Background: an optimization exercise with open tools, aiming at small area. Do not read the settings as production practice. In this exercise RTL edits were held to simulation tests only and were not proved equivalent to the original. No activity file was given, so power comes from the tool's default toggle rates.

==> flow/design.v <==
package mic_rx_pkg;
   localparam int N_LINES  = 32;
   localparam int N_CHAN   = 64;
   localparam int SAMPLE_W = 16;
   localparam int CHAN_W   = 6;
   localparam int DEF_CLK_DIV      = 16;
   localparam int DEF_SLOT_BITS    = 32;
   localparam int DEF_SAMPLE_BITS  = 16;
   localparam int DEF_SAMPLE_PHASE = 5;
   typedef logic [CHAN_W-1:0]   chan_t;
   typedef logic [SAMPLE_W-1:0] sample_t;
   function automatic sample_t pattern_word(input logic [9:0] fc, input chan_t ch);
      pattern_word = {fc, ch};
   endfunction
endpackage
module mic_aoi222 (
   input  logic a0, a1, b0, b1, c0, c1,
   output logic y
);
   assign y = ~((a0 & a1) | (b0 & b1) | (c0 & c1));
endmodule
module mic_nand2 (
   input  logic a, b,
   output logic y
);
   assign y = ~(a & b);
endmodule
module mic_rdmux #(
   parameter int N = 64,
   parameter int W = 16
) (
   input  logic [N-1:0]        oh,
   input  logic [N-1:0][W-1:0] d,
   output logic [W-1:0]        q
);
   localparam int G = N / 3;          
   localparam int R = N - 3 * G;      
   logic [W-1:0][G+R-1:0] y_s;        
   for (genvar i = 0; i < W; i++) begin : g_bit
      for (genvar g = 0; g < G; g++) begin : g_grp
         mic_aoi222 u_aoi (
            .a0(oh[3 * g]),     .a1(d[3 * g][i]),
            .b0(oh[3 * g + 1]), .b1(d[3 * g + 1][i]),
            .c0(oh[3 * g + 2]), .c1(d[3 * g + 2][i]),
            .y(y_s[i][g])
         );
      end
      for (genvar r = 0; r < R; r++) begin : g_rem
         mic_nand2 u_nand (.a(oh[3 * G + r]), .b(d[3 * G + r][i]), .y(y_s[i][G + r]));
      end
   end
   always_comb begin
      for (int i = 0; i < W; i++) q[i] = ~&y_s[i];
   end
endmodule
module mic_i2s_rx (
   input  logic                clk,
   input  logic                reset_n,
   input  logic                enable,
   input  logic                clr_overrun,
   output logic                mic_clk,
   output logic                mic_ws,
   input  logic [mic_rx_pkg::N_LINES-1:0]  mic_data,
   output logic                out_valid,
   input  logic                out_ready,
   output logic [mic_rx_pkg::SAMPLE_W-1:0] out_data,
   output logic [mic_rx_pkg::CHAN_W-1:0]   out_chan,
   output logic                out_last,
   output logic [15:0]         frame_cnt,
   output logic                overrun
);
   localparam int NL     = mic_rx_pkg::N_LINES;
   localparam int NC     = mic_rx_pkg::N_CHAN;
   localparam int W      = mic_rx_pkg::SAMPLE_W;
   localparam int RL     = W + 1;       
   function automatic int seg_len(input int c);
      seg_len = (c + 2 >= 16) ? 16 : (c + 2 >= 8) ? 8 : (c + 2 >= 4) ? 4 : 2;
   endfunction
   logic [9:0] pos_q;
   logic       phase_hit_s, sample_stb, frame_done;
   always_ff @(posedge clk or negedge reset_n) begin
      if (!reset_n)
         pos_q <= 10'd0;
      else if (enable)
         pos_q <= pos_q + 10'd1;
      else
         pos_q <= 10'd0;
   end
   assign phase_hit_s = enable && (pos_q[3:0] == 4'd5);
   assign sample_stb  = phase_hit_s && (pos_q[8:4] != 5'd0) && (pos_q[8:4] <= 5'd16);
   assign frame_done  = phase_hit_s && (pos_q[8:4] == 5'd17) && pos_q[9];
   assign mic_clk     = pos_q[3];
   assign mic_ws      = pos_q[9];
   logic [NL-1:0][RL-1:0] ring_o_q;    
   logic [NL-1:0][RL-1:0] ring_e_q;    
   logic ins_o, ins_e;
   assign ins_o = sample_stb && !pos_q[9];
   assign ins_e = sample_stb &&  pos_q[9];
   always_ff @(posedge clk) begin
      for (int j = 0; j < NL; j++) begin
         ring_o_q[j] <= {ring_o_q[j][RL-2:0], ins_o ? mic_data[j] : ring_o_q[j][RL-1]};
         ring_e_q[j] <= {ring_e_q[j][RL-2:0], ins_e ? mic_data[j] : ring_e_q[j][RL-1]};
      end
   end
   function automatic int tap_pos(input int c, input int b);
      tap_pos = (c % 2) ? (RL - b) % RL : W - 1 - b;
   endfunction
   logic [NC-1:0][W-1:0] obuf_q;
   logic                 ld, cp_q, start_q, busy, out_valid_q, overrun_q;
   logic [3:0]           ph_q;
   logic [5:0]           chan_q;
   logic [15:0]          frame_cnt_q;
   assign busy = start_q || out_valid_q;
   assign ld   = frame_done && !busy;
   logic cp2, cp4, cp8, cp16;
   assign cp2  = ld || (cp_q && ph_q == 4'd0);
   assign cp4  = ld || (cp_q && ph_q <  4'd3);
   assign cp8  = ld || (cp_q && ph_q <  4'd7);
   assign cp16 = ld || cp_q;
   for (genvar c = 0; c < NC; c++) begin : g_word
      localparam int N = seg_len(c);
      logic cp_s;
      logic [W-1:0] d_s;
      assign cp_s = (N == 2) ? cp2 : (N == 4) ? cp4 : (N == 8) ? cp8 : cp16;
      always_comb begin
         for (int p = 0; p < W; p++) begin
            if (p % N == 0 && cp_s)
               d_s[p] = (c % 2) ? ring_o_q[c / 2][tap_pos(c, (W - p) % W)]
                                : ring_e_q[c / 2][tap_pos(c, (W - p) % W)];
            else
               d_s[p] = obuf_q[c][(p + W - 1) % W];
         end
      end
      always_ff @(posedge clk) obuf_q[c] <= d_s;
   end
   always_ff @(posedge clk) begin
      ph_q <= ld ? 4'd0 : ph_q + 4'd1;
      cp_q <= ld || (cp_q && ph_q != 4'd14);
   end
   always_ff @(posedge clk or negedge reset_n) begin
      if (!reset_n) begin
         start_q     <= 1'b0;
         out_valid_q <= 1'b0;
         chan_q      <= 6'd0;
         frame_cnt_q <= 16'd0;
         overrun_q   <= 1'b0;
      end else begin
         start_q <= ld;
         if (start_q)
            out_valid_q <= 1'b1;
         else if (out_valid_q && out_ready && chan_q == 6'd63)
            out_valid_q <= 1'b0;
         if (out_valid_q && out_ready) begin
            chan_q <= chan_q + 6'd1;
            if (chan_q == 6'd63)
               frame_cnt_q <= frame_cnt_q + 16'd1;
         end
         if (frame_done && busy)
            overrun_q <= 1'b1;
         else if (clr_overrun)
            overrun_q <= 1'b0;
      end
   end
   logic [W-1:0]  sel_s;
   logic [NC-1:0] chan_oh;
   always_comb begin
      for (int c = 0; c < NC; c++) chan_oh[c] = (chan_q == 6'(c));
   end
   mic_rdmux #(.N(NC), .W(W)) u_rdmux (.oh(chan_oh), .d(obuf_q), .q(sel_s));
   always_comb begin
      for (int i = 0; i < W; i++)
         out_data[i] = sel_s[(ph_q - i) & (W - 1)];
   end
   assign out_valid = out_valid_q;
   assign out_chan  = chan_q;
   assign out_last  = &chan_q;
   assign frame_cnt = frame_cnt_q;
   assign overrun   = overrun_q;
endmodule
==> flow/run.sh <==
#!/bin/bash
# synth_recipe.tcl (not shown) runs the flow's synth.tcl, then flattens the netlist and writes it again
# the make line also repeats each setting of config.mk as NAME=value (left out here)
make -C /OpenROAD-flow-scripts/flow DESIGN_CONFIG=/design/flow/config.mk WORK_HOME=/design/flow/orfs CLKGATE_MAP_FILE= SYNTH_SCRIPT=/design/flow/synth_recipe.tcl finish
==> flow/config.mk <==
export PLATFORM = sky130hd
export DESIGN_NAME = mic_i2s_rx
export DESIGN_NICKNAME = mic_i2s_rx
export VERILOG_FILES = /design/flow/design.v
export SDC_FILE = /design/flow/constraint.sdc
export NUM_CORES = 4
export LEC_CHECK = 0
export CAP_MARGIN = 20
export CORE_MARGIN = 2
export CORE_UTILIZATION = 60
export CTS_BUF_LIST = sky130_fd_sc_hd__clkbuf_8
export CTS_CLUSTER_DIAMETER = 60
export CTS_CLUSTER_SIZE = 18
export PLACE_DENSITY = 0.8
export SLEW_MARGIN = 20
export SYNTH_HIERARCHICAL = 1
==> flow/constraint.sdc <==
create_clock -name core_clock -period 10.0 [get_ports {clk}]
set_input_delay 2.0000 -clock core_clock [delete_from_list [all_inputs] [get_ports {clk}]]
set_output_delay 2.0000 -clock core_clock [all_outputs]
set_load 0.01 [all_outputs]
==> results of run 1 <==
kinds of logic after synthesis:
group                    after synthesis  synth area share (%)
multiplexers                         226                 4.954
AO/OA/AOI/OAI                        356                 6.781
adder cells (fa/ha/maj)               19                0.4591
buffers and inverters                 51                0.4205
AND/OR/NAND/NOR                      315                 3.216
XOR/XNOR                              37                0.6259
flip-flops                          2152                 83.54
routing by layer:
metal  global-route usage (%)  vias up
li1                         -    11890
met2                    32.62     1104
met5                        0        -
met3                    4.660      228
met1                    30.05    12600
met4                    10.14        2
stage by stage:
step	hold slack, ns	cells	instance area, sq um
after floorplan	0.3096	3156	51780
after global placement	0.3096	4365	54020
after detailed placement	0.3121	4365	54020
after CTS	0.3108	4534	56220
after global routing	0.3039	4539	56330
final	0.3045	4539	56330
critical path: stages (launching register included):
cell and delay (ns):
dfrtp_1 0.47, nand2_1 0.62, nor2_1 0.48, a222oi_1 0.70, nand4_1 0.26, nor4_1 0.54, nand4_1 0.50, mux2i_1 0.35
mux2i_1 0.10, o211ai_1 0.25, mux2i_1 0.12, clkdlybuf4s50_1 0.49
Yosys stat by module (local to each module, per instance), excerpt:
module | cells | cell area (sq um)
mic_nand2 | 1 | 3.754
mic_aoi222 | 1 | 10.01
mic_i2s_rx | 2692 | 47610
area by class of cell:
type / count / area [sq um]
repair buffers: 106 / 988.4
clock inverters: 24 / 197.7
fillers: 5826 / 28960
multi-input cells: 953 / 8402
well taps: 1144 / 1431
flip-flops and latches: 2152 / 43260
inverters: 13 / 48.80
clock buffers: 145 / 1996
diodes: 2 / 5.005
worst max path at each step:
stage                     startpoint      endpoint  slack [ns]  depth (start not counted)
after floorplan            chan_q[4]  out_data[11]        5.01                         11
after global routing       chan_q[4]   out_data[8]        2.06                         12
after detailed placement   chan_q[4]   out_data[8]        3.41                         11
after CTS                  chan_q[4]   out_data[8]        2.43                         11
final                      chan_q[4]   out_data[8]        2.27                         11
after global placement     chan_q[1]   out_data[0]        3.50                         13
power by group:
group	total (W)	switching, W	leakage [nW]	internal, W
registers	0.00857	0.00000150	17.5	0.00857
clock network	0.00378	0.00243	1.16	0.00135
logic	0.0000246	0.0000108	3.14	0.0000138
state kept, by name, summed over array words and instances (netlist names):
signal	flops
obuf_q	1024
ring_e_q	544
ring_o_q	544
frame_cnt_q	16
pos_q	10
chan_q	6
ph_q	4
cp_q	1
out_valid_q	1
overrun_q	1
start_q	1
placed cells by master (no fill, tap or decap), types with 4 or more instances in the layout:
cell	instances
ha_1	19
inv_1	19
a222oi_1	336
mux4_2	8
clkdlybuf4s50_1	78
mux2_1	20
xor2_1	10
clkbuf_8	145
mux2i_1	56
and2_1	6
nor2_2	31
and3_1	4
o211ai_1	9
dfrtp_1	35
nor2_1	45
inv_6	5
mux2_2	142
buf_4	27
nand4_1	91
nand2_1	56
nor4_1	21
nand3_1	21
nor2b_1	8
and4_1	16
xnor2_1	27
dfxtp_1	2117
inv_8	6
==> results.txt, run 1 <==
* Synth top area share at 81.85%
* R2R setup slack at 7.22 ns
* Setup TNS at 0 ns
* Result of the run: complete, no violations
* Quantity of hold-fixing buffers added after cts at 0
* Startpoint of the lowest-slack register-to-register path: pos_q[1]
* Worst min path class: flip-flop to flip-flop
* Final cell utilization of the core at about two thirds
* Most repeated cell in the gate-level netlist after synthesis: dfxtp_1
* Detailed-route DRC error count at 0
* Maximum clock skew at final layout at 0.03414 ns
* WL met3 at 7.845 mm
* Critical path capture point type: primary output
* Average vias per placed instance at 5.689
* Maximum Capacitance Violations at 0
* Arrival time reported for the critical path endpoint at roughly 5.7 ns
* Synth async-reset ratio at between 1.5 and 2%
* Post-CTS Setup Inserts at 0
* Placeable core area at ~0.085 sq mm
* Antenna violations before repair at 4
* Area overhead of the layout relative to synthesis at 8.784%
* Share of cells above drive strength 1 at 11.14%
* Cell leakage power at 21.82 nW
* Top-Level Pins at 80
* Total power at 0.01238 W
* Number of sinks handled by clock tree synthesis at 2152
* Count of state elements after synthesis at 2152
* Distinct cell type count of the synthesized netlist at 43
* Proportion of synthesized chip area in sequential cells at 83.54%
* Mapped Area at 0.05178 sq mm
* Worst R2R Path Depth at 7
* Number of gates given a new drive strength after cts at 0
* Number of hold violations in the final report at 0
* Met2 wire length at 42.94 mm
* Headroom to the max-slew limit at 20.51%
* Pre-antenna DRT Iters at 9
* Global router's overall resource usage at 21.64%
* Classification of the worst setup path: flip-flop to primary output
* Number of pins with negative max-slew slack in the final report at 0
* Launch instance of the worst min-delay path: ring_o_q[264]
* Effective utilization at floorplan at 60.71%
* Gate count after technology mapping at 3156
* Maximum frequency from static timing analysis at 129.4 MHz
* Largest voltage drop on the vdd net at 0.1369 mV
* Count of cells along the worst hold path at 0
* Skew-Pair Late Insertion Delay at roughly 0.84 ns
* Global-route wire length before repair at 146.7 mm
* Number of nets in the final layout at 3422
* Highest signal layer in the routed design: met5
* Share of the clock period used by the worst path at 77.25%
* Leftover overflow at the end of global routing at 0
* Number of synthesis warnings at 8
* # rows at 107
* Worst Path Required at about 8.0 ns
* Vias in the first global route at 25170
* Number of setup violations in the final report at 0
* Clk Tree Root Cell: clkbuf_8
* Buffer levels on the longest clock path at 3
* Startpoint types: flip-flop
* Critical path fanouts, max at 18
* Overall die area at 0.08866 sq mm
* Power density normalized to cell area at 219.7 mW/mm^2
* DRT iter0 DRCs at around 3700
* Unrepaired setup endpoints after global routing: false
* Top cells by count, synth: dfxtp_1, a222oi_1, mux2_2, nand4_1, nor2_1
* Routed wire length at 97.70 mm
* Via count at 25820
* Number of synthesized flops with an enable pin at 0
* CTS HTree Levels at 4
* Least-Margin Pin Slew at 1.188 ns
* Synth Net Count at 3212
* Top cells by area, synth: dfxtp_1, a222oi_1, mux2_2, dfrtp_1, nand4_1
* Clock edge transition at the registers on the reported setup and hold paths at 0.11 ns
* Floorplan die width at 297.8 um
* Pin count of the biggest net entering global routing at 51
* Cell taking the most area after synthesis: dfxtp_1
* RR Endpoint: obuf_q[0]
* Most frequently used flop master after synthesis: dfxtp_1
* Terminating pin of the worst hold path: ring_o_q[265]
* Syn_area_per_cell at 16.41 sq um
* Worst setup slack after placement at 3.406 ns
* Minimum setup slack in the final design at ~2.3 ns
* Port-buffer cells at 79
* Hpwl dp at 65.87 mm
* TritonCTS clock tree: yes
* Number of buffers created by CTS at 140
* Residual antenna-violating net count after detailed routing at 0
* Post-route minimum period at 7.725 ns
* Routed wire length per instance at 21.52 um
* Die Y-Extent at approximately 300 um
* Placer's final routability congestion estimate at approximately 0.93
* M1 wire length at 42.59 mm
==> run 2: changes to the inputs <==
==> flow/flow/run.sh (new file) <==
#!/bin/bash
# Layout flow: the standard flow (standard.sh: ORFS synthesis to finish)
# with two changes to how the layout is made:
#  * port buffers are the smallest buffer cell (buf_1) instead of the one
#    buffer_ports picks by default;
#  * clock tree synthesis adds no dummy loads.
# Each tool's full output is in the logs under orfs/logs/; make's own output
# goes to flow_make.log in the work folder.
set -euo pipefail
cd "$(dirname "$0")/.."
export BUFFER_PORTS_ARGS="-buffer_cell sky130_fd_sc_hd__buf_1"
export CTS_ARGS="-sink_clustering_enable -repair_clock_nets -sink_clustering_size 18 -sink_clustering_max_diameter 60 -buf_list sky130_fd_sc_hd__clkbuf_8 -dont_use_dummy_load"
bash standard.sh finish > flow_make.log 2>&1
==> flow/standard.sh (new file) <==
#!/bin/bash
# synth_recipe.tcl (not shown) runs the flow's synth.tcl, then flattens the netlist and writes it again
# the make line also repeats each setting of config.mk as NAME=value (left out here)
make -C /OpenROAD-flow-scripts/flow DESIGN_CONFIG=/design/flow/config.mk WORK_HOME=/design/flow/orfs CLKGATE_MAP_FILE= SYNTH_SCRIPT=/design/flow/synth_recipe.tcl "${@:-finish}"
--- a/flow/config.mk
+++ b/flow/config.mk
@@ -10,5 +10,2 @@
 export CORE_UTILIZATION = 60
-export CTS_BUF_LIST = sky130_fd_sc_hd__clkbuf_8
-export CTS_CLUSTER_DIAMETER = 60
-export CTS_CLUSTER_SIZE = 18
 export PLACE_DENSITY = 0.8
removed: flow/run.sh
==> run 2 against run 1 <==
  * Still clean
  * Fmax increased by 3.5%
  * Clock skew is 0.056 ns higher
  * Power fell by 1.6%
  * Flip-flop and latch count unchanged
  * Core utilization fell by 0.89 points
  * Final cell count shrank 0.66%
  * Worst hold slack got worse by 0.061 ns
  * Count of clock-buffer cells in the layout shrank 6
  * First-iteration DRC count decreased by 2.6%
  * Sequential power about the same
  * Critical path type unchanged
  * Largest power group unchanged
==> results.txt, run 2 <==
* Top cells by count, synth: dfxtp_1, a222oi_1, mux2_2, nand4_1, nor2_1
* Unrepaired setup endpoints after global routing: false
* Power dissipated by switching net loads at 0.002353 W
* Port-buffer cells at 79
* Hpwl dp at between 60 and 70 mm
* Number of nets in the final layout at 3421
* Antenna violations before repair at 2
* Power share of the combinational group at 0.1%
* Proportion of synthesized chip area in sequential cells at 83.54%
* Residual antenna-violating net count after detailed routing at 0
* Via count at 25520
* Maximum Capacitance Violations at 0
* Startpoint types: flip-flop
* Result of the run: complete, no violations
* Quantity of hold-fixing buffers added after cts at 0
* Count of state elements after synthesis at 2152
* Worst Path Required at 8.00 ns
* Global-route wire length before repair at 147.3 mm
* Maximum clock skew at final layout at 0.09021 ns
* Share of the clock period used by the worst path at 74.67%
* # rows at 107
* Effective utilization at floorplan at 60.71%
* Leftover overflow at the end of global routing at 0
* Classification of the worst setup path: flip-flop to primary output
* Post-route minimum period at 7.467 ns
* Critical path fanouts, max at 18
* Most frequently used flop master after synthesis: dfxtp_1
* Headroom to the max-slew limit at between 10% and 20%
* Most flop-heavy register: obuf_q
* Placeable core area at 0.08528 sq mm
* CTS HTree Levels at 4
* Routed wire length per instance at 21.82 um
* Maximum frequency from static timing analysis at between 100 and 150 MHz
* Multi-input gate area in the final layout at 0.008409 sq mm
* Cell leakage power at 21.46 nW
* Skew-Pair Late Insertion Delay at 0.85 ns
* Commonest non-fill, non-tap cell in the layout: dfxtp_1
* Gate count after technology mapping at 3156
* Global router's overall resource usage at 21.82%
* Worst min path class: flip-flop to flip-flop
* Highest-count cells in the layout ignoring fill and taps: dfxtp_1, a222oi_1, mux2_2, clkbuf_8, nand4_1
* Pre-antenna DRT Iters at 12
* Number of synthesis warnings at 8
* Largest registers: obuf_q: 1024 flops, ring_e_q: 544 flops, ring_o_q: 544 flops
* Post-CTS Setup Inserts at 0
* Largest voltage drop on the vdd net at approximately 0.16 mV
* Top cells by area, synth: dfxtp_1, a222oi_1, mux2_2, dfrtp_1, nand4_1
* Synth async-reset ratio at 1.626%
* Setup TNS at 0 ns
* Number of gates given a new drive strength after cts at 0
* Power density normalized to cell area at between 200 and 250 mW/mm^2
* Clock edge transition at the registers on the reported setup and hold paths at 0.11 ns
* Cell taking the most area after synthesis: dfxtp_1
* Distinct cell type count of the synthesized netlist at 43
* Total area of sequential cells at 0.04326 sq mm
* Detailed-route DRC error count at 0
* Placer's final routability congestion estimate at 0.9774
* Syn_area_per_cell at 16.41 sq um
* Buffer levels on the longest clock path at 3
* Die Y-Extent at 297.8 um
* DRT iter0 DRCs at approximately 3600
* Overall die area at 0.08866 sq mm
* TritonCTS clock tree: yes
* Routed wire length at 98.39 mm
* Number of hold violations in the final report at 0
* Average vias per placed instance at 5.659
* Switching Fraction at 19.32%
* Floorplan die width at around 300 um
* Internal power summed over all cells at 0.009827 W
* Layout fillers at 5822
* Critical path capture point type: primary output
* Synth Net Count at 3212
* Area overhead of the layout relative to synthesis at 7.315%
* Vias in the first global route at 24910
* Max FFs per register at about 1000
* Number of setup violations in the final report at 0
* Most repeated cell in the gate-level netlist after synthesis: dfxtp_1
* Sequential group share of total power at 70.4%
* Number of pins with negative max-slew slack in the final report at 0
* Synth top area share at between 80% and 90%
* Final cell utilization of the core at 65.16%
* Clk Tree Root Cell: clkbuf_8
* Pin count of the biggest net entering global routing at roughly 50
* Number of synthesized flops with an enable pin at 0
* Least-Margin Pin Slew at around 1.2 ns
* Top-Level Pins at 80
* Portion of total power attributed to the clock network at 29.5%
* Number of sinks handled by clock tree synthesis at 2152
* Number of buffers created by CTS at approximately 140
* Share of cells above drive strength 1 at 10.67%
* Mapped Area at roughly 0.052 sq mm
* Arrival time reported for the critical path endpoint at 5.47 ns
## run 2: cell counts after synthesis
Identical to the previous run, type by type.
## run 2: final timing paths
| check | from | end | slack (ns) | depth (start not counted) |
|---|---|---|---|---|
| min reg2reg | ring_e_q[330] | ring_e_q[331] | 0.24 | 0 |
| max reg2reg | ph_q[1] | obuf_q[30] | 7.29 | 4 |
| min in group asynchronous | reset_n | chan_q[4] | 1.31 | 1 |
| max in group asynchronous | reset_n | pos_q[7] | 8.04 | 1 |
| min | ring_e_q[330] | ring_e_q[331] | 0.24 | 0 |
| max | chan_q[4] | out_data[0] | 2.53 | 12 |
## run 2: power by group through the flow
stage,sequential [W],combinational (W),clock [W]
2_1_floorplan,0.00877,0.00000271,0
3_3_place_gp,0.00877,0.0000152,0
3_5_place_dp,0.00877,0.0000154,0
6_report,0.00857,0.0000147,0.00360
4_1_cts,0.00857,0.0000154,0.00369
5_1_grt,0.00857,0.0000168,0.00398
## run 2: final cells by class
class | count | share of cell area [%]
repair buffers | 106 | 0.9007
inverters | 13 | 0.08782
diodes | 2 | 0.009007
multi-input cells | 953 | 15.13
clock buffers | 139 | 3.443
well taps | 1144 | 2.576
flip-flops and latches | 2152 | 77.85
## run 2: worst max-delay path, stage by stage, from the launching register on
cell and delay, ns:
dfrtp_1 0.46, nand2_1 0.66, nor2_1 0.32, buf_4 0.27, a222oi_1 0.61, nand4_1 0.23
nor4_1 0.55, nand4_1 0.53, mux2i_1 0.37, mux2i_1 0.11, o211ai_1 0.26, mux2i_1 0.12
buf_1 0.14
## run 2: through the flow
| step | worst slack [ns] | std cells | cell area, sq um | total power (W) | hold slack, ns |
|---|---|---|---|---|---|
| 2_1_floorplan | 5.014 | 3156 | 51780 | 0.008770 | 0.3096 |
| 3_3_place_gp | 3.624 | 4362 | 53510 | 0.008782 | 0.3098 |
| 3_5_place_dp | 3.595 | 4362 | 53520 | 0.008783 | 0.3121 |
| 4_1_cts | 2.646 | 4501 | 55430 | 0.01227 | 0.2350 |
| 5_1_grt | 2.274 | 4508 | 55560 | 0.01257 | 0.2616 |
| 6_report | 2.533 | 4509 | 55560 | 0.01218 | 0.2440 |
## run 2: Yosys stat by module (local to each module, per instance), excerpt
| module | flip-flops and latches | copies in the design | cells | cell area (sq um) |
|---|---|---|---|---|
| mic_nand2 | 0 | 16 | 1 | 3.754 |
| mic_aoi222 | 0 | 336 | 1 | 10.01 |
| mic_i2s_rx | 2152 | 1 | 2692 | 47610 |
## run 2: cells by family after synthesis
| kind of cell | synth area share (%) |
|---|---|
| DFF | 83.54 |
| AOI/OAI and AO/OA | 6.781 |
| and+or+nand+nor | 3.216 |
| muxes | 4.954 |
| buffers and inverters | 0.4205 |
| xor gates and xnor gates | 0.6259 |
| adders and majority gates | 0.4591 |
## run 2: layer usage
layer | wire length [um] | track usage, % | vias to the layer above
met5 | 0 | 0 | -
met4 | 4601 | 10.41 | 0
met3 | 7703 | 5.105 | 272
met2 | 43620 | 33.16 | 1039
met1 | 42460 | 29.69 | 12350
li1 | - | - | 11860
==> run 3: changes to the inputs <==
--- a/flow/design.v
+++ b/flow/design.v
@@ -75,5 +75,4 @@
    localparam int RL     = W + 1;       
-   function automatic int seg_len(input int c);
-      seg_len = (c + 2 >= 16) ? 16 : (c + 2 >= 8) ? 8 : (c + 2 >= 4) ? 4 : 2;
-   endfunction
+   localparam int LO_CH  = 14;          
+   localparam int LO_DLY = 14;          
    logic [9:0] pos_q;
@@ -104,4 +103,7 @@
    end
-   function automatic int tap_pos(input int c, input int b);
-      tap_pos = (c % 2) ? (RL - b) % RL : W - 1 - b;
+   function automatic int tap_pos(input int c, input int dly);
+      tap_pos = (c % 2) ? (RL - dly) % RL : W - 1 - dly;
+   endfunction
+   function automatic int ins_pos(input int dly);
+      ins_pos = (W - dly) % W;
    endfunction
@@ -114,22 +116,17 @@
    assign ld   = frame_done && !busy;
-   logic cp2, cp4, cp8, cp16;
-   assign cp2  = ld || (cp_q && ph_q == 4'd0);
-   assign cp4  = ld || (cp_q && ph_q <  4'd3);
-   assign cp8  = ld || (cp_q && ph_q <  4'd7);
-   assign cp16 = ld || cp_q;
+   logic cp_lo, cp_hi;
+   assign cp_lo = (pos_q >= 10'(789 - LO_DLY)) && (pos_q <= 10'd790) &&
+                  !(out_valid_q && chan_q < 6'(LO_CH));
+   assign cp_hi = ld || cp_q;
    for (genvar c = 0; c < NC; c++) begin : g_word
-      localparam int N = seg_len(c);
-      logic cp_s;
-      logic [W-1:0] d_s;
-      assign cp_s = (N == 2) ? cp2 : (N == 4) ? cp4 : (N == 8) ? cp8 : cp16;
-      always_comb begin
-         for (int p = 0; p < W; p++) begin
-            if (p % N == 0 && cp_s)
-               d_s[p] = (c % 2) ? ring_o_q[c / 2][tap_pos(c, (W - p) % W)]
-                                : ring_e_q[c / 2][tap_pos(c, (W - p) % W)];
-            else
-               d_s[p] = obuf_q[c][(p + W - 1) % W];
-         end
+      localparam int DLY = (c < LO_CH) ? LO_DLY : 0;
+      localparam int P   = ins_pos(DLY);
+      logic cp_s, tap_s;
+      assign cp_s  = (c < LO_CH) ? cp_lo : cp_hi;
+      assign tap_s = (c % 2) ? ring_o_q[c / 2][tap_pos(c, DLY)]
+                             : ring_e_q[c / 2][tap_pos(c, DLY)];
+      always_ff @(posedge clk) begin
+         for (int p = 0; p < W; p++)
+            obuf_q[c][p] <= (p == P && cp_s) ? tap_s : obuf_q[c][(p + W - 1) % W];
       end
-      always_ff @(posedge clk) obuf_q[c] <= d_s;
    end
==> run 3 against run 2 <==
  * Highest routed layer unchanged
  * Core utilization down 0.33 points
  * Flip-flop and latch count did not move
  * Critical path type unchanged
  * Non-clock buffer count grew 9
  * Sequential power about the same
  * Via count fell by 0.97%
  * Sequential share of layout area rose by 0.76 points
  * Critical endpoint is now out_data[12]
  * Still clean on timing, DRC and antenna
  * First-iteration DRC count increased by 5.8%
  * Die area is 1.1% lower
  * Synthesized cell count shrank 2.9%
  * Final area fell by 0.97%
  * Register-to-register slack got worse by 0.02 ns
==> results.txt, run 3 <==
* Pre-antenna DRT Iters at 10
* Gate count after technology mapping at 3063
* Post-route minimum period at between 7 and 8 ns
* Share of the clock period used by the worst path at 77.34%
* Layout fillers at 5838
* Highest signal layer in the routed design: met4
* Commonest non-fill, non-tap cell in the layout: dfxtp_1
* Average vias per placed instance at 5.706
* Crit path max-delay cell type: nor4_1
* Placer's final routability congestion estimate at 0.9914
* Detailed-route DRC error count at 0
* Top cells by area, synth: dfxtp_1, a222oi_1, mux2_2, dfrtp_1, nand4_1
* Setup TNS at 0 ns
* Most flop-heavy register: obuf_q
* # rows at 107
* Ordered cell list for the critical path: nand2b_1 -> nor2_1 -> buf_4 -> a222oi_1 -> nand4_1 -> nor4_1 -> nand4_1 -> mux4_2 -> mux4_2 -> buf_1
* Syn_area_per_cell at roughly 17 sq um
* Hpwl dp at 67.63 mm
* Residual antenna-violating net count after detailed routing at 0
* Area overhead of the layout relative to synthesis at 7.502%
* Highest-count cells in the layout ignoring fill and taps: dfxtp_1, a222oi_1, clkbuf_8, mux2_2, nand4_1
* Floorplan die width at approximately 300 um
* Cell taking the most area after synthesis: dfxtp_1
* Number of pins with negative max-slew slack in the final report at 0
* Maximum frequency from static timing analysis at 129.3 MHz
* Die Y-Extent at 296.1 um
* Number of buffers created by CTS at 140
* Number of hold violations in the final report at 0
* Quantity of hold-fixing buffers added after cts at 0
* Cell leakage power at 21.06 nW
* Startpoint types: flip-flop
* Maximum Capacitance Violations at 0
* WL met3 at between 8 and 9 mm
* M1 wire length at ~43 mm
* Clock edge transition at the registers on the reported setup and hold paths at 0.10 ns
* Critical path fanouts, max at 16
* Via count at 25270
* Buffer levels on the longest clock path at 3
* CTS HTree Levels at 4
* Top cells by count, synth: dfxtp_1, a222oi_1, mux2_2, nand4_1, nor2_1
* Final hold slack at approximately 0.27 ns
* Placeable core area at 0.08488 sq mm
* Final std cells w/o fill at approximately 4400
* Total power at ~0.012 W
* Classification of the worst setup path: flip-flop to primary output
* Global router's overall resource usage at 22.67%
* Clk Tree Root Cell: clkbuf_8
* Result of the run: complete, no violations
* Number of nets in the final layout at 3340
* Port-buffer cells at 79
* Headroom to the max-slew limit at 22.55%
* Count of state elements after synthesis at 2152
* Max FFs per register at approximately 1000
* Number of synthesis warnings at 8
* Global-route wire length before repair at 148.7 mm
* Largest registers: obuf_q: 1024 flops, ring_e_q: 544 flops, ring_o_q: 544 flops
* Overall die area at between 0.08 and 0.09 sq mm
* Antenna violations before repair at 1
* Top-Level Pins at 80
* Distinct cell type count of the synthesized netlist at 41
* Worst setup slack after placement at 3.529 ns
* Pin count of the biggest net entering global routing at between 50 and 60
* Max incr delay on CP at around 0.84 ns
* Routed wire length at around 100 mm
* Worst min path class: flip-flop to flip-flop
* Met2 wire length at 44.87 mm
* Mapped Area at slightly above 0.05 sq mm
* Minimum setup slack in the final design at 2.266 ns
* Largest voltage drop on the vdd net at between 0.15 and 0.2 mV
* Synth top area share at ~83%
* Most repeated cell in the gate-level netlist after synthesis: dfxtp_1
* Power density normalized to cell area at 221.7 mW/mm^2
* Routed wire length per instance at roughly 22 um
* Maximum clock skew at final layout at ~0.066 ns
* Proportion of synthesized chip area in sequential cells at 84.51%
* Worst Path Required at 8.00 ns
* Skew-Pair Late Insertion Delay at between 0.8 and 0.9 ns
* DRT iter0 DRCs at 3837
* Synth Net Count at 3117
* Arrival time reported for the critical path endpoint at 5.73 ns
* TritonCTS clock tree: yes
* Number of sinks handled by clock tree synthesis at ~2200
* Number of setup violations in the final report at 0
* Instance count after placement with tap cells included at 4286
* Share of cells above drive strength 1 at 10.66%
* Vias in the first global route at 24770
* Most frequently used flop master after synthesis: dfxtp_1
* Number of synthesized flops with an enable pin at 0
* Critical path capture point type: primary output
* Number of gates given a new drive strength after cts at 0
* Post-CTS Setup Inserts at 0
* Unrepaired setup endpoints after global routing: false
* Least-Margin Pin Slew at 1.158 ns
* Effective utilization at floorplan at 60.30%
* Leftover overflow at the end of global routing at 0
* Synth async-reset ratio at 1.626%
==> run 3: cell types whose count changed after synthesis, moves of 9 or more <==
cell / before / now
mux2_1: 20 / 0
mux2i_1: 56 / 24
o211ai_1: 9 / 0
mux2_2: 142 / 119
mux2_4: 0 / 10
nand2_1: 58 / 47
mux4_2: 8 / 20
==> run 3: critical path, delay by kind of cell (launching register included) <==
family                 cells  cell delay [ns]
buffers and inverters      2             0.41
AND/OR/NAND/NOR            5             2.33
flip-flops                 1             0.49
multiplexers               2             1.13
AO/OA/AOI/OAI              1             0.56
==> run 3: power breakdown <==
part           switching (W)  internal [W]
clock                0.00235       0.00126
sequential        0.00000159       0.00857
combinational     0.00000956    0.00000479
==> run 3: cell type report <==
type | count | area, sq um | area share, %
tap | 1144 | 1431 | 2.601
antenna | 1 | 2.502 | 0.004548
clock buffer | 140 | 1927 | 3.502
multi-input combinational | 866 | 7797 | 14.17
inverter | 11 | 41.29 | 0.07504
sequential | 2152 | 43260 | 78.61
timing repair buffer | 115 | 568.0 | 1.032
==> run 3: path summary, 6_finish.rpt <==
kind                            cells past startpoint  slack (ns)     startpoint        endpoint
worst max register to register                      5        7.27       pos_q[4]   ring_o_q[493]
min in group asynchronous                           1        1.30        reset_n       overrun_q
worst min-delay path                                0        0.27  ring_o_q[328]   ring_o_q[329]
worst max-delay path                               10        2.27      chan_q[4]    out_data[12]
max in group asynchronous                           1        8.10        reset_n  frame_cnt_q[5]
worst min register to register                      0        0.27  ring_o_q[328]   ring_o_q[329]
==> run 3: per-stage QoR <==
stage                     util [%]  area (sq um)
after floorplan                  -         51180
after global placement       62.47         53020
after detailed placement     62.49         53040
after CTS                    64.76         54970
after global routing         64.83         55020
final                        64.83         55020
==> run 3: metal layers <==
metal,vias up,track usage (%)
li1,11570,-
met1,12390,30.85
met2,1081,35.03
met3,228,5.553
met4,0,9.263
met5,-,0
==> run 3: logic make-up after synthesis <==
kind of cell | synth area share [%]
AND/OR/NAND/NOR | 3.061
multiplexers | 4.261
buffers and inverters | 0.3887
flip-flops | 84.51
XOR/XNOR | 0.6502
AO/OA/AOI/OAI | 6.713
adder cells (fa/ha/maj) | 0.4156
==> run 3: modules after synthesis, one instance, submodules excluded, excerpt <==
module	flops+latches	area (sq um)	cells inside
mic_i2s_rx	2152	47020	2599
mic_nand2	0	3.754	1
mic_aoi222	0	10.01	1
==> run 4: changes to the inputs <==
--- a/flow/design.v
+++ b/flow/design.v
@@ -163,3 +163,3 @@
    always_comb begin
-      for (int c = 0; c < NC; c++) chan_oh[c] = (chan_q == 6'(c));
+      for (int c = 0; c < NC; c++) chan_oh[c] = out_valid_q && (chan_q == 6'(c));
    end
==> run 4 against run 3 <==
  * Sequential power hardly changed
  * Clock skew grew 0.013 ns
  * Core utilization barely moved
  * Routed wire length is 3.3% lower
  * Final area about the same
  * Clock power barely moved
  * First-iteration DRC count shrank 1.9%
  * Area after synthesis increased by 0.17%
  * Power is essentially flat
  * Fmax down 1.5%
  * Largest cell class unchanged
==> results.txt, run 4 <==
* Vias in the first global route at 24860
* Top-Level Pins at 80
* Top cells by count, synth: dfxtp_1, a222oi_1, mux2_2, nand4_1, nor2_1
* Synth Net Count at roughly 3100
* Pre-antenna DRT Iters at 9
* Final hold slack at 0.2820 ns
* Most frequently used flop master after synthesis: dfxtp_1
* Launch instance of the worst min-delay path: ring_o_q[337]
* Final std cells w/o fill at about 4400
* Startpoint types: flip-flop
* Placeable core area at 0.08488 sq mm
* Hpwl dp at 64.15 mm
* Crit path max-delay cell type: nor4_1
* Most flop-heavy register: obuf_q
* Floorplan die width at approximately 300 um
* # rows at 107
* Worst Path Required at 8.00 ns
* Leftover overflow at the end of global routing at 0
* Commonest non-fill, non-tap cell in the layout: dfxtp_1
* Detailed-route DRC error count at 0
* CTS HTree Levels at 4
* Total power at 0.01221 W
* Maximum Capacitance Violations at 0
* Share of the clock period used by the worst path at 78.54%
* Worst min path class: flip-flop to flip-flop
* Top cells by area, synth: dfxtp_1, a222oi_1, mux2_2, dfrtp_1, nand4_1
* Cell taking the most area after synthesis: dfxtp_1
* Synth top area share at 82.66%
* Count of state elements after synthesis at 2152
* Least-Margin Pin Slew at 1.145 ns
* Overall die area at slightly below 0.09 sq mm
* Instance count after placement with tap cells included at between 4000 and 5000
* Power density normalized to cell area at ~220 mW/mm^2
* Number of pins with negative max-slew slack in the final report at 0
* Via count at 25060
* Skew-Pair Late Insertion Delay at a little over 0.8 ns
* Max FFs per register at between 1000 and 1500
* Maximum clock skew at final layout at 0.07868 ns
* Port-buffer cells at 79
* Number of sinks handled by clock tree synthesis at 2152
* Clk Tree Root Cell: clkbuf_8
* Headroom to the max-slew limit at 22.93%
* Classification of the worst setup path: flip-flop to primary output
* Distinct cell type count of the synthesized netlist at 46
* Effective utilization at floorplan at 60.40%
* Number of hold violations in the final report at 0
* Mapped Area at roughly 0.051 sq mm
* Arrival time reported for the critical path endpoint at 5.85 ns
* TritonCTS clock tree: yes
* Launch point of the critical path: out_valid_q
* Unrepaired setup endpoints after global routing: false
* Antenna violations before repair at 5
* Die Y-Extent at 296.3 um
* Share of cells above drive strength 1 at 10.88%
* Setup TNS at 0 ns
* Gate count after technology mapping at 3062
* Number of gates given a new drive strength after cts at 0
* DRT iter0 DRCs at 3764
* Highest-count cells in the layout ignoring fill and taps: dfxtp_1, a222oi_1, clkbuf_8, mux2_2, nand4_1
* Number of synthesis warnings at 8
* Pin count of the biggest net entering global routing at 42
* Maximum frequency from static timing analysis at 127.3 MHz
* Number of synthesized flops with an enable pin at 0
* Area of placed instances at 0.05297 sq mm
* Result of the run: complete, no violations
* Area overhead of the layout relative to synthesis at 7.343%
* Global router's overall resource usage at 21.98%
* Post-route minimum period at 7.854 ns
* Clock edge transition at the registers on the reported setup and hold paths at 0.10 ns
* Critical path capture point type: primary output
* Largest voltage drop on the vdd net at 0.1828 mV
* Design area at between 0.05 and 0.06 sq mm
* Quantity of hold-fixing buffers added after cts at 0
* Cell leakage power at 20.94 nW
* Routed wire length at ~96 mm
* Ordered cell list for the critical path: or3b_1 -> nor2_1 -> buf_4 -> a222oi_1 -> nand4_1 -> nor4_1 -> nand4_1 -> mux4_2 -> mux4_2 -> buf_1
* Most repeated cell in the gate-level netlist after synthesis: dfxtp_1
* Routed wire length per instance at 21.77 um
* Proportion of synthesized chip area in sequential cells at 84.37%
* Placer's final routability congestion estimate at 0.9700
* Startpoint of the lowest-slack register-to-register path: pos_q[4]
* Buffer levels on the longest clock path at 3
* Syn_area_per_cell at 16.74 sq um
* Critical path fanouts, max at 17
* Global-route wire length before repair at 146.1 mm
* Number of nets in the final layout at 3329
* Max incr delay on CP at 0.96 ns
* Average vias per placed instance at between 5 and 6
* Post-CTS Setup Inserts at 0
* Synth async-reset ratio at 1.626%
* Residual antenna-violating net count after detailed routing at 0
* Number of buffers created by CTS at between 100 and 150
* Number of setup violations in the final report at 0
* Largest registers: obuf_q: 1024 flops, ring_e_q: 544 flops, ring_o_q: 544 flops
==> run 4: cell types whose count changed after synthesis, moves of 3 or more <==
cell / previous run / this run
xor2_1: 14 / 18
buf_2: 16 / 7
nand3_1: 15 / 12
buf_6: 1 / 10
nor4_1: 22 / 19
nand2_1: 47 / 43
nor2_1: 73 / 76
or3_1: 3 / 0
nand4_1: 85 / 88
xnor2_1: 24 / 20
nor3_1: 2 / 5
clkbuf_1: 13 / 8
==> run 4: kinds of logic after synthesis <==
logic type / share of synthesized area (%)
DFF: 84.37
AOI/OAI and AO/OA: 6.699
and+or+nand+nor: 3.099
muxes: 4.276
buffers and inverters: 0.4905
xor gates and xnor gates: 0.6492
adders and majority gates: 0.4149
==> run 4: power breakdown <==
| part | total [W] | switching [W] | leakage, nW | internal [W] |
|---|---|---|---|---|
| clock network | 0.00363 | 0.00235 | 1.02 | 0.00128 |
| logic | 0.0000150 | 0.0000102 | 2.40 | 0.00000480 |
| registers | 0.00857 | 0.00000124 | 17.5 | 0.00857 |
==> run 4: final cells by class <==
class	count	area, sq um
sequential	2152	43260
fill	5797	29840
multi-input combinational	867	7881
clock buffer	142	1954
tap	1144	1431
timing repair buffer	100	462.9
inverter	12	45.04
antenna	1	2.502
==> run 4: worst paths after layout <==
kind                                        to  slack, ns  cells after the start
worst max-delay path               out_data[8]       2.15                     10
worst min-delay path             ring_o_q[338]       0.28                      0
worst max register to register   ring_e_q[289]       7.15                      5
worst min register to register   ring_o_q[338]       0.28                      0
max in group asynchronous       frame_cnt_q[7]       8.06                      1
min in group asynchronous            chan_q[1]       1.31                      1
==> run 4: per-module statistics from Yosys (local to each module, per instance), a selection <==
module,copies in the design,cell area [sq um],flops+latches
mic_aoi222,336,10.01,0
mic_i2s_rx,1,47110,2152
mic_nand2,16,3.754,0
==> run 4: stage by stage <==
step	worst slack [ns]	utilization [%]
6_report	2.146	64.84
5_1_grt	2.130	64.84
4_1_cts	1.963	64.71
3_5_place_dp	2.932	62.41
3_3_place_gp	2.989	62.38
2_1_floorplan	4.593	-
==> run 4: layer usage <==
layer	vias up	share of wire (%)	GRT usage [%]
met3	226	7.5	4.371
met2	1083	45	33.97
met1	12250	44	30.66
li1	11500	-	-
met5	-	0	0
met4	0	3.7	8.918
==> run 4: critical path, delay by kind of cell (launching register included) <==
family | cells | cell delay [ns]
multiplexers | 2 | 1.10
buffers and inverters | 2 | 0.42
AO/OA/AOI/OAI | 1 | 0.43
flip-flops | 1 | 0.52
AND/OR/NAND/NOR | 5 | 2.58
==> run 5: changes to the inputs <==
--- a/flow/flow/run.sh
+++ b/flow/flow/run.sh
@@ -11,3 +11,3 @@
 export BUFFER_PORTS_ARGS="-buffer_cell sky130_fd_sc_hd__buf_1"
-export CTS_ARGS="-sink_clustering_enable -repair_clock_nets -sink_clustering_size 18 -sink_clustering_max_diameter 60 -buf_list sky130_fd_sc_hd__clkbuf_8 -dont_use_dummy_load"
+export CTS_ARGS="-sink_clustering_enable -repair_clock_nets -sink_clustering_size 20 -sink_clustering_max_diameter 50 -buf_list sky130_fd_sc_hd__clkbuf_8 -dont_use_dummy_load"
 bash standard.sh finish > flow_make.log 2>&1
==> run 5 against run 4 <==
  * Count of clock-buffer cells in the layout down 7
  * Sequential power hardly changed
  * Via count is 0.37% higher
  * Worst setup slack worse by 0.067 ns
  * Core utilization shrank 0.10 points
  * Clock power down 2%
  * Sequential share of layout area is 0.13 points higher
  * Power fell by 0.52%
==> results.txt, run 5 <==
* Vias in the first global route at 24970
* Family with the most delay on the worst path: simple AND/OR/NAND/NOR gates
* Effective utilization at floorplan at 60.40%
* Worst min path class: flip-flop to flip-flop
* Max FFs per register at 1024
* Distinct cell type count of the synthesized netlist at 46
* Startpoint types: flip-flop
* Classification of the worst setup path: flip-flop to primary output
* Setup TNS at 0 ns
* Critical path capture point type: primary output
* Antenna violations before repair at 6
* Arrival time reported for the critical path endpoint at 5.92 ns
* Overall die area at between 0.08 and 0.09 sq mm
* Unrepaired setup endpoints after global routing: false
* Number of setup violations in the final report at 0
* Via count at 25150
* Number of hold violations in the final report at 0
* Quantity of hold-fixing buffers added after cts at 0
* Least-Margin Pin Slew at 1.205 ns
* Synth top area share at 82.66%
* Gate count after technology mapping at 3062
* Post-CTS Setup Inserts at 0
* Max incr delay on CP at a little under 1 ns
* Buffer levels on the longest clock path at 3
* Placeable core area at roughly 0.085 sq mm
* Number of buffers created by CTS at 135
* Area of placed instances at 0.05297 sq mm
* Ordered cell list for the critical path: or3b_1 -> nor2_1 -> buf_4 -> a222oi_1 -> nand4_1 -> nor4_1 -> nand4_1 -> mux4_2 -> mux4_2 -> buf_1
* Cell leakage power at 20.89 nW
* Pin count of the biggest net entering global routing at 42
* Most repeated cell in the gate-level netlist after synthesis: dfxtp_1
* Most flop-heavy register: obuf_q
* Share of the clock period used by the worst path at 79.21%
* Crit path max-delay cell type: nor4_1
* Met3 track utilization from global routing at 4.296%
* Number of gates given a new drive strength after cts at 0
* Headroom to the max-slew limit at 19.39%
* Detailed-route DRC error count at 0
* Number of pins with negative max-slew slack in the final report at 0
* Worst Path Required at around 8 ns
* Cell taking the most area after synthesis: dfxtp_1
* Commonest non-fill, non-tap cell in the layout: dfxtp_1
* Syn_area_per_cell at roughly 17 sq um
* Share of cells above drive strength 1 at 10.74%
* Mapped Area at 0.05127 sq mm
* Floorplan die width at 296.3 um
* TritonCTS clock tree: yes
* Clk Tree Root Cell: clkbuf_8
* Global-route wire length before repair at 146.2 mm
* DRT iter0 DRCs at ~3600
* Most utilized layer in the global route result: met2
* Residual antenna-violating net count after detailed routing at 0
* Largest voltage drop on the vdd net at 0.1906 mV
* # rows at between 100 and 150
* Layout fillers at 5786
* Total power at 0.01215 W
* Number of synthesis warnings at 8
* Maximum frequency from static timing analysis at 126.3 MHz
* Number of synthesized flops with an enable pin at 0
* Routed wire length at 96.27 mm
* Power density normalized to cell area at between 200 and 250 mW/mm^2
* Top cells by count, synth: dfxtp_1, a222oi_1, mux2_2, nand4_1, nor2_1
* Top cells by area, synth: dfxtp_1, a222oi_1, mux2_2, dfrtp_1, nand4_1
* Maximum clock skew at final layout at ~0.09 ns
* Number of sinks handled by clock tree synthesis at about 2200
* Clock edge transition at the registers on the reported setup and hold paths at 0.11 ns
* Met1 GRT Util at 30.43%
* Average vias per placed instance at roughly 5.7
* Bufs and invs on worst path at 2
* Count of state elements after synthesis at 2152
* Highest-count cells in the layout ignoring fill and taps: dfxtp_1, a222oi_1, clkbuf_8, mux2_2, nand4_1
* Final cell utilization of the core at 64.74%
* Most frequently used flop master after synthesis: dfxtp_1
* Placer's final routability congestion estimate at 0.9700
* Pre-antenna DRT Iters at 10
* Top-Level Pins at 80
* Skew-Pair Late Insertion Delay at around 0.82 ns
* Leftover overflow at the end of global routing at 0
* Number of nets in the final layout at around 3300
* Synth async-reset ratio at 1.626%
* Largest registers: obuf_q: 1024 flops, ring_e_q: 544 flops, ring_o_q: 544 flops
* Hpwl dp at 64.15 mm
* Die Y-Extent at ~300 um
* Port-buffer cells at 79
* Result of the run: complete, no violations
* Critical path fanouts, max at 17
* Global routing met2 resource utilization at around a third
* Synth Net Count at 3116
* Routed wire length per instance at 21.82 um
* Proportion of synthesized chip area in sequential cells at 84.37%
* Post-route minimum period at 7.921 ns
* Global router's overall resource usage at 21.98%
* CTS HTree Levels at 4
* Maximum Capacitance Violations at 0
* R2R setup slack at 7.13 ns
* Design area at 0.05495 sq mm
* Area overhead of the layout relative to synthesis at 7.172%
==> run 5: cell counts after synthesis <==
No cell type changed its count.
==> run 5: metal layers <==
| metal | part of all wire [%] | wire length (um) |
|---|---|---|
| met5 | 0.014 | 13 |
| met4 | 3.7 | 3610 |
| met3 | 7.3 | 6996 |
| met2 | 45 | 43550 |
| met1 | 44 | 42110 |
==> run 5: cells by family after synthesis <==
logic type                 Yosys count  share of synthesized area, %
DFF                               2152                         84.37
AOI/OAI and AO/OA                  345                         6.699
and+or+nand+nor                    293                         3.099
muxes                              174                         4.276
buffers and inverters               43                        0.4905
xor gates and xnor gates            38                        0.6492
adders and majority gates           17                        0.4149
==> run 5: layout make-up <==
class	instances	area [sq um]	share of cell area, %
diodes	2	5.005	0.009109
clock buffers	135	1858	3.382
inverters	12	45.04	0.08198
multi-input cells	867	7880	14.34
flip-flops and latches	2152	43260	78.72
well taps	1144	1431	2.605
repair buffers	101	470.5	0.8562
==> run 5: power by group <==
group,internal [W],switching [W]
Clock,0.00122,0.00234
Combinational,0.00000480,0.0000102
Sequential,0.00857,0.00000123
Total,0.00979,0.00235
==> run 5: worst paths after layout <==
kind,cells after the start,end,startpoint
worst max-delay path,10,out_data[8],out_valid_q
worst min-delay path,0,ring_e_q[320],ring_e_q[319]
worst max register to register,5,ring_e_q[289],pos_q[4]
worst min register to register,0,ring_e_q[320],ring_e_q[319]
max in group asynchronous,1,chan_q[5],reset_n
min in group asynchronous,1,frame_cnt_q[9],reset_n
==> run 5: modules after synthesis (local to each module, per instance), excerpt <==
module | copies in the design | flops+latches
mic_i2s_rx | 1 | 2152
mic_aoi222 | 336 | 0
mic_nand2 | 16 | 0
==> run 5: per-stage QoR <==
step,cells,setup slack (ns),hold slack [ns]
3_5_place_dp,4274,2.932,0.3121
6_report,4413,2.079,0.2448
3_3_place_gp,4273,2.989,0.3100
2_1_floorplan,3062,4.593,0.3096
4_1_cts,4409,1.975,0.2481
5_1_grt,4412,1.940,0.2468
==> run 6: changes to the inputs <==
--- a/flow/flow/run.sh
+++ b/flow/flow/run.sh
@@ -11,3 +11,3 @@
 export BUFFER_PORTS_ARGS="-buffer_cell sky130_fd_sc_hd__buf_1"
-export CTS_ARGS="-sink_clustering_enable -repair_clock_nets -sink_clustering_size 20 -sink_clustering_max_diameter 50 -buf_list sky130_fd_sc_hd__clkbuf_8 -dont_use_dummy_load"
+export CTS_ARGS="-sink_clustering_enable -repair_clock_nets -sink_clustering_size 20 -sink_clustering_max_diameter 40 -buf_list sky130_fd_sc_hd__clkbuf_8 -dont_use_dummy_load"
 bash standard.sh finish > flow_make.log 2>&1
==> run 6 against run 5 <==
  * Still clean
  * Worst hold slack worse by 0.017 ns
  * Routed wire length increased by 0.11%
  * Count of clock-buffer cells in the layout up 25
  * Non-clock buffer count decreased by 1
  * Critical path depth unchanged
  * Global-route usage hardly changed
  * Critical path type unchanged
  * Critical endpoint is now out_data[4]
  * Largest power group unchanged
  * Highest routed layer is now met4
==> results.txt, run 6 <==
* Top cells by area, synth: dfxtp_1, a222oi_1, mux2_2, dfrtp_1, nand4_1
* Worst min path class: flip-flop to flip-flop
* Arrival time reported for the critical path endpoint at 5.90 ns
* Family with the most delay on the worst path: simple AND/OR/NAND/NOR gates
* Total power at 0.01240 W
* Commonest non-fill, non-tap cell in the layout: dfxtp_1
* Share of cells above drive strength 1 at 11.36%
* Routed wire length at 96.38 mm
* Result of the run: complete, no violations
* Leftover overflow at the end of global routing at 0
* Layout fillers at 5758
* Startpoint of the lowest-slack register-to-register path: pos_q[4]
* Number of hold violations in the final report at 0
* Post-route minimum period at 7.897 ns
* Least-Margin Pin Slew at 1.184 ns
* Proportion of synthesized chip area in sequential cells at 84.37%
* Port-buffer cells at 79
* Setup TNS at 0 ns
* Top cells by count, synth: dfxtp_1, a222oi_1, mux2_2, nand4_1, nor2_1
* Detailed-route DRC error count at 0
* Number of gates given a new drive strength after cts at 0
* Maximum frequency from static timing analysis at between 100 and 150 MHz
* Number of synthesis warnings at 8
* Classification of the worst setup path: flip-flop to primary output
* Launch point of the critical path: out_valid_q
* Most flop-heavy register: obuf_q
* Unrepaired setup endpoints after global routing: false
* Buffer levels on the longest clock path at 3
* Gate count after technology mapping at 3062
* Launch instance of the worst min-delay path: ring_o_q[431]
* Number of synthesized flops with an enable pin at 0
* Ordered cell list for the critical path: or3b_1 -> nor2_1 -> buf_4 -> a222oi_1 -> nand4_1 -> nor4_1 -> nand4_1 -> mux4_2 -> mux4_2 -> buf_1
* Cell taking the most area after synthesis: dfxtp_1
* Largest voltage drop on the vdd net at about 0.19 mV
* Post-CTS Setup Inserts at 0
* Share of the clock period used by the worst path at 78.97%
* Startpoint types: flip-flop
* Final std cells w/o fill at 4437
* Max incr delay on CP at 0.95 ns
* CTS HTree Levels at 4
* Number of pins with negative max-slew slack in the final report at 0
* Number of setup violations in the final report at 0
* Count of state elements after synthesis at around 2200
* Pre-antenna DRT Iters at 8
* Most frequently used flop master after synthesis: dfxtp_1
* Number of buffers created by CTS at 160
* Effective utilization at floorplan at 60.40%
* Number of sinks handled by clock tree synthesis at about 2200
* Global-route wire length before repair at 146.1 mm
* Residual antenna-violating net count after detailed routing at 0
* Overall die area at around 0.088 sq mm
* Bufs and invs on worst path at 2
* Routed wire length per instance at 21.72 um
* Number of nets in the final layout at approximately 3300
* Floorplan die width at 296.3 um
* Top-Level Pins at 80
* # rows at 107
* Highest-count cells in the layout ignoring fill and taps: dfxtp_1, a222oi_1, clkbuf_8, mux2_2, nand4_1
* TritonCTS clock tree: yes
* Distinct cell type count of the synthesized netlist at 46
* Largest registers: obuf_q: 1024 flops, ring_e_q: 544 flops, ring_o_q: 544 flops
* Synth Net Count at 3116
* Maximum Capacitance Violations at 0
* Critical path fanouts, max at 17
* Headroom to the max-slew limit at 20.34%
* Synth async-reset ratio at 1.626%
* Cell leakage power at 21.07 nW
* Area overhead of the layout relative to synthesis at 7.839%
* Crit path max-delay cell type: nor4_1
* Most repeated cell in the gate-level netlist after synthesis: dfxtp_1
* Syn_area_per_cell at 16.74 sq um
* Pin count of the biggest net entering global routing at 42
* Area of placed instances at approximately 0.053 sq mm
* Via count at 25210
* Synth top area share at between 80% and 90%
* Critical path capture point type: primary output
* Max FFs per register at between 1000 and 1500
* Clock edge transition at the registers on the reported setup and hold paths at ~0.11 ns
* Clk Tree Root Cell: clkbuf_8
* Design area at 0.05529 sq mm
* Placer's final routability congestion estimate at 0.9700
* Placeable core area at 0.08488 sq mm
* DRT iter0 DRCs at between 3000 and 4000
* Mapped Area at 0.05127 sq mm
* Worst Path Required at 8.00 ns
* Die Y-Extent at roughly 300 um
* Final hold slack at 0.2278 ns
* Skew-Pair Late Insertion Delay at 0.88 ns
* Power density normalized to cell area at 224.3 mW/mm^2
* Global router's overall resource usage at 21.97%
* Antenna violations before repair at 5
* Maximum clock skew at final layout at 0.1349 ns
* Quantity of hold-fixing buffers added after cts at 0
* Hpwl dp at 64.15 mm
* Average vias per placed instance at 5.681
* Vias in the first global route at 25160
* Instance count after placement with tap cells included at 4274
## run 6: path summary, 6_finish.rpt
kind	to	slack, ns	cells after the start
max	out_data[4]	2.10	10
min	ring_o_q[432]	0.23	0
max reg2reg	ring_e_q[289]	7.19	5
min reg2reg	ring_o_q[432]	0.23	0
max in group asynchronous	pos_q[1]	8.05	1
min in group asynchronous	chan_q[2]	1.30	1
## run 6: routing by layer
metal  track usage, %  share of wire [%]  wire (um)
met2            34.17                 45      43490
met1            29.97                 44      41980
met3            4.939                7.5       7202
met4            9.140                3.8       3704
met5                0                  0          0
## run 6: cell type report
type / instances / area (sq um) / area share (%)
sequential: 2152 / 43260 / 78.24
clock buffer: 160 / 2202 / 3.983
tap: 1144 / 1431 / 2.589
timing repair buffer: 100 / 462.9 / 0.8373
multi-input combinational: 867 / 7885 / 14.26
antenna: 2 / 5.005 / 0.009052
inverter: 12 / 45.04 / 0.08147
## run 6: cells by family (layout without fill, tap and decap cells)
group / count (synthesis) / after routing / synth area share [%]
fa+ha+maj: 17 / 17 / 0.4149
flops: 2152 / 2152 / 84.37
buf+inv: 43 / 272 / 0.4905
compound gates: 345 / 345 / 6.699
xor+xnor: 38 / 38 / 0.6492
mux: 174 / 174 / 4.276
simple gates: 293 / 293 / 3.099
other cells: 0 / 2 / 0
## run 6: where the power goes
part / switching, W / total (W) / leakage, nW / internal [W]
clock: 0.00238 / 0.00382 / 1.15 / 0.00143
sequential: 0.00000121 / 0.00857 / 17.5 / 0.00857
combinational: 0.0000102 / 0.0000149 / 2.40 / 0.00000477
total: 0.00240 / 0.0124 / 21.1 / 0.0100
## run 6: per-module statistics from Yosys, one instance, submodules excluded, a selection
| module | cells inside | cell area (sq um) | copies in the design | flops+latches |
|---|---|---|---|---|
| mic_i2s_rx | 2598 | 47110 | 1 | 2152 |
| mic_aoi222 | 1 | 10.01 | 336 | 0 |
| mic_nand2 | 1 | 3.754 | 16 | 0 |
## run 6: through the flow
step                utilization [%]  setup slack (ns)
floorplan                         -             4.593
global placement              62.38             2.989
detailed placement            62.41             2.932
CTS                           65.01             1.941
global route                  65.13             2.123
finish                        65.14             2.103
==> run 7: changes to the inputs <==
--- a/flow/flow/run.sh
+++ b/flow/flow/run.sh
@@ -11,3 +11,3 @@
 export BUFFER_PORTS_ARGS="-buffer_cell sky130_fd_sc_hd__buf_1"
-export CTS_ARGS="-sink_clustering_enable -repair_clock_nets -sink_clustering_size 20 -sink_clustering_max_diameter 40 -buf_list sky130_fd_sc_hd__clkbuf_8 -dont_use_dummy_load"
+export CTS_ARGS="-sink_clustering_enable -repair_clock_nets -sink_clustering_size 22 -sink_clustering_max_diameter 40 -buf_list sky130_fd_sc_hd__clkbuf_8 -dont_use_dummy_load"
 bash standard.sh finish > flow_make.log 2>&1
==> run 7 against run 6 <==
  * Critical endpoint is now out_data[8]
  * Clock skew fell by 0.017 ns
  * Via count barely moved
  * Worst hold slack better by 0.028 ns
  * Area after synthesis unchanged
==> results.txt, run 7 <==
* Leftover overflow at the end of global routing at 0
* Least-Margin Pin Slew at 1.223 ns
* Cell taking the most area after synthesis: dfxtp_1
* Global-route wire length before repair at 145.8 mm
* Number of synthesized flops with an enable pin at 0
* Average vias per placed instance at 5.686
* Mapped Area at between 0.05 and 0.06 sq mm
* Skew-Pair Late Insertion Delay at about 0.86 ns
* Vias in the first global route at 24950
* Number of buffers created by CTS at between 150 and 200
* Hpwl dp at 64.15 mm
* Antenna violations before repair at 5
* Startpoint types: flip-flop
* Number of gates given a new drive strength after cts at 0
* Classification of the worst setup path: flip-flop to primary output
* Ordered cell list for the critical path: or3b_1 -> nor2_1 -> buf_4 -> a222oi_1 -> nand4_1 -> nor4_1 -> nand4_1 -> mux4_2 -> mux4_2 -> buf_1
* Global router's overall resource usage at 21.92%
* Via count at 25200
* Max FFs per register at 1024
* Unrepaired setup endpoints after global routing: false
* Top cells by count, synth: dfxtp_1, a222oi_1, mux2_2, nand4_1, nor2_1
* Proportion of synthesized chip area in sequential cells at a little over four fifths
* Worst R2R Path Depth at 5
* Family with the most delay on the worst path: simple AND/OR/NAND/NOR gates
* CTS HTree Levels at 4
* Port-buffer cells at 79
* Crit path max-delay cell type: nor4_1
* Placer's final routability congestion estimate at 0.9700
* Number of pins with negative max-slew slack in the final report at 0
* Routed wire length at a little under 100 mm
* Buffer levels on the longest clock path at 3
* Synth async-reset ratio at under 10%
* Final hold slack at approximately 0.26 ns
* Setup TNS at 0 ns
* Maximum frequency from static timing analysis at 125.1 MHz
* Pin count of the biggest net entering global routing at between 40 and 50
* # rows at approximately 110
* Total area of sequential cells at 0.04326 sq mm
* Post-route minimum period at ~8 ns
* Worst Path Required at 8.00 ns
* Number of setup violations in the final report at 0
* Worst min path class: flip-flop to flip-flop
* Headroom to the max-slew limit at 17.72%
* Commonest non-fill, non-tap cell in the layout: dfxtp_1
* Highest-count cells in the layout ignoring fill and taps: dfxtp_1, a222oi_1, clkbuf_8, mux2_2, nand4_1
* Total power at between 0.01 and 0.015 W
* Largest voltage drop on the vdd net at around 0.2 mV
* Top cells by area, synth: dfxtp_1, a222oi_1, mux2_2, dfrtp_1, nand4_1
* DRT iter0 DRCs at 3834
* Area overhead of the layout relative to synthesis at 7.658%
* Maximum Capacitance Violations at 0
* Distinct cell type count of the synthesized netlist at 46
* RR Endpoint: ring_e_q[289]
* Share of the clock period used by the worst path at ~80%
* Residual antenna-violating net count after detailed routing at 0
* Die Y-Extent at 296.3 um
* Layout fillers at 5791
* Clock edge transition at the registers on the reported setup and hold paths at 0.12 ns
* Result of the run: complete, no violations
* Overall die area at slightly below 0.09 sq mm
* Critical path capture point type: primary output
* Cell leakage power at 21.02 nW
* Placeable core area at about 0.085 sq mm
* Bufs and invs on worst path at 2
* Arrival time reported for the critical path endpoint at 5.99 ns
* Number of sinks handled by clock tree synthesis at 2152
* Gate count after technology mapping at 3062
* Synth top area share at 82.66%
* Routed wire length per instance at ~22 um
* Synth Net Count at 3116
* Share of cells above drive strength 1 at 11.14%
* Power density normalized to cell area at between 200 and 250 mW/mm^2
* Most flop-heavy register: obuf_q
* Most frequently used flop master after synthesis: dfxtp_1
* Detailed-route DRC error count at 0
* Maximum clock skew at final layout at 0.1179 ns
* Clk Tree Root Cell: clkbuf_8
* Pre-antenna DRT Iters at 9
* Top-Level Pins at 80
* Termination of the worst setup path: out_data[8]
* Syn_area_per_cell at 16.74 sq um
* Launch point of the critical path: out_valid_q
* Floorplan die width at 296.3 um
* Max incr delay on CP at 1.05 ns
* Count of state elements after synthesis at 2152
* Startpoint of the lowest-slack register-to-register path: pos_q[4]
* TritonCTS clock tree: yes
* Number of synthesis warnings at 8
* Number of nets in the final layout at 3341
* Largest registers: obuf_q: 1024 flops, ring_e_q: 544 flops, ring_o_q: 544 flops
* Effective utilization at floorplan at about three fifths
* Post-CTS Setup Inserts at 0
* Most repeated cell in the gate-level netlist after synthesis: dfxtp_1
* Quantity of hold-fixing buffers added after cts at 0
* Critical path fanouts, max at 17
* R2R setup slack at 7.22 ns
* Multi-input gate area in the final layout at just under 0.008 sq mm
* Depth of the critical timing path with buffers and inverters included at 10
* Number of hold violations in the final report at 0
run 7: final cells by class:
cell class / instances / area share, %
sequential: 2152 / 78.37
clock buffer: 154 / 3.840
timing repair buffer: 100 / 0.8387
antenna: 3 / 0.01360
inverter: 12 / 0.08161
multi-input combinational: 867 / 14.26
tap: 1144 / 2.593
run 7: per-module statistics from Yosys (local to each module, per instance), a selection:
| module | cells | times used |
|---|---|---|
| mic_i2s_rx | 2598 | 1 |
| mic_nand2 | 1 | 16 |
| mic_aoi222 | 1 | 336 |
run 7: worst min path at each step:
| stage | start | end | slack [ns] | cells after the start |
|---|---|---|---|---|
| 3_5_place_dp | ring_e_q[224] | ring_e_q[225] | 0.31 | 0 |
| 2_1_floorplan | ring_e_q[99] | ring_e_q[100] | 0.31 | 0 |
| 4_1_cts | ring_e_q[98] | ring_e_q[99] | 0.26 | 0 |
| 5_1_grt | ring_e_q[98] | ring_e_q[99] | 0.26 | 0 |
| 6_report | ring_o_q[58] | ring_o_q[59] | 0.26 | 0 |
| 3_3_place_gp | ring_e_q[61] | ring_e_q[62] | 0.31 | 0 |
run 7: report_power, final:
group	switching, W	internal (W)
Clock	0.00237	0.00138
Combinational	0.0000101	0.00000477
Sequential	0.00000120	0.00857
run 7: logic make-up after synthesis:
kind of cell / Yosys count / share of synthesized area (%)
and+or+nand+nor: 293 / 3.099
xor gates and xnor gates: 38 / 0.6492
muxes: 174 / 4.276
DFF: 2152 / 84.37
buffers and inverters: 43 / 0.4905
AOI/OAI and AO/OA: 345 / 6.699
adders and majority gates: 17 / 0.4149
run 7: per-stage QoR:
stage,setup WS [ns],area [sq um],cells,util (%)
global route,2.061,55190,4431,65.03
detailed placement,2.932,52970,4274,62.41
CTS,1.944,55090,4428,64.91
finish,2.009,55200,4432,65.03
floorplan,4.593,51270,3062,-
global placement,2.989,52950,4273,62.38
run 7: routing by layer:
layer	vias to the layer above	wire length, um	track usage, %
met2	1107	43840	34.29
met5	-	0	0
met3	233	7469	4.423
met4	0	3282	8.352
li1	11540	-	-
met1	12320	41760	30.39
run 7: worst register-to-register path: stages (launching register included):
cell and delay, ns:
dfrtp_1 0.48, nor4_2 0.37, xor2_1 0.31, nand3b_2 0.60, buf_4 0.48, mux2_2 0.44

-- afterwards: timing with drivers on the ports --
In the flow no input, the clock included, has a driving cell. The finished layouts below were timed again as built, in two steps.
Step 1 sets driving cells, clkbuf_16 on the clock port and buf_2 on the other inputs (assumed; they add their load-dependent delay and slew).
Step 2 also shifts input and output timing later by t, the mid clock arrival at the registers, as if the neighbouring blocks saw the same clock.
Slacks: no drivers / after step 1 / after step 2; pairs: no drivers / after step 1.
run	shift t [ns]	slack for setup (ns)	pins driven straight from the clock port
run 1	0.883	2.275 / 2.208 / 3.091	1
run 2	0.862	2.533 / 2.466 / 3.328	1
run 3	0.861	2.266 / 2.203 / 3.064	1
run 4	0.856	2.146 / 2.078 / 2.934	1
run 5	0.852	2.079 / 2.013 / 2.865	1
run 6	0.873	2.103 / 2.038 / 2.911	1
run 7	0.862	2.009 / 1.944 / 2.806	1
After both steps setup and hold are still met in every run listed.
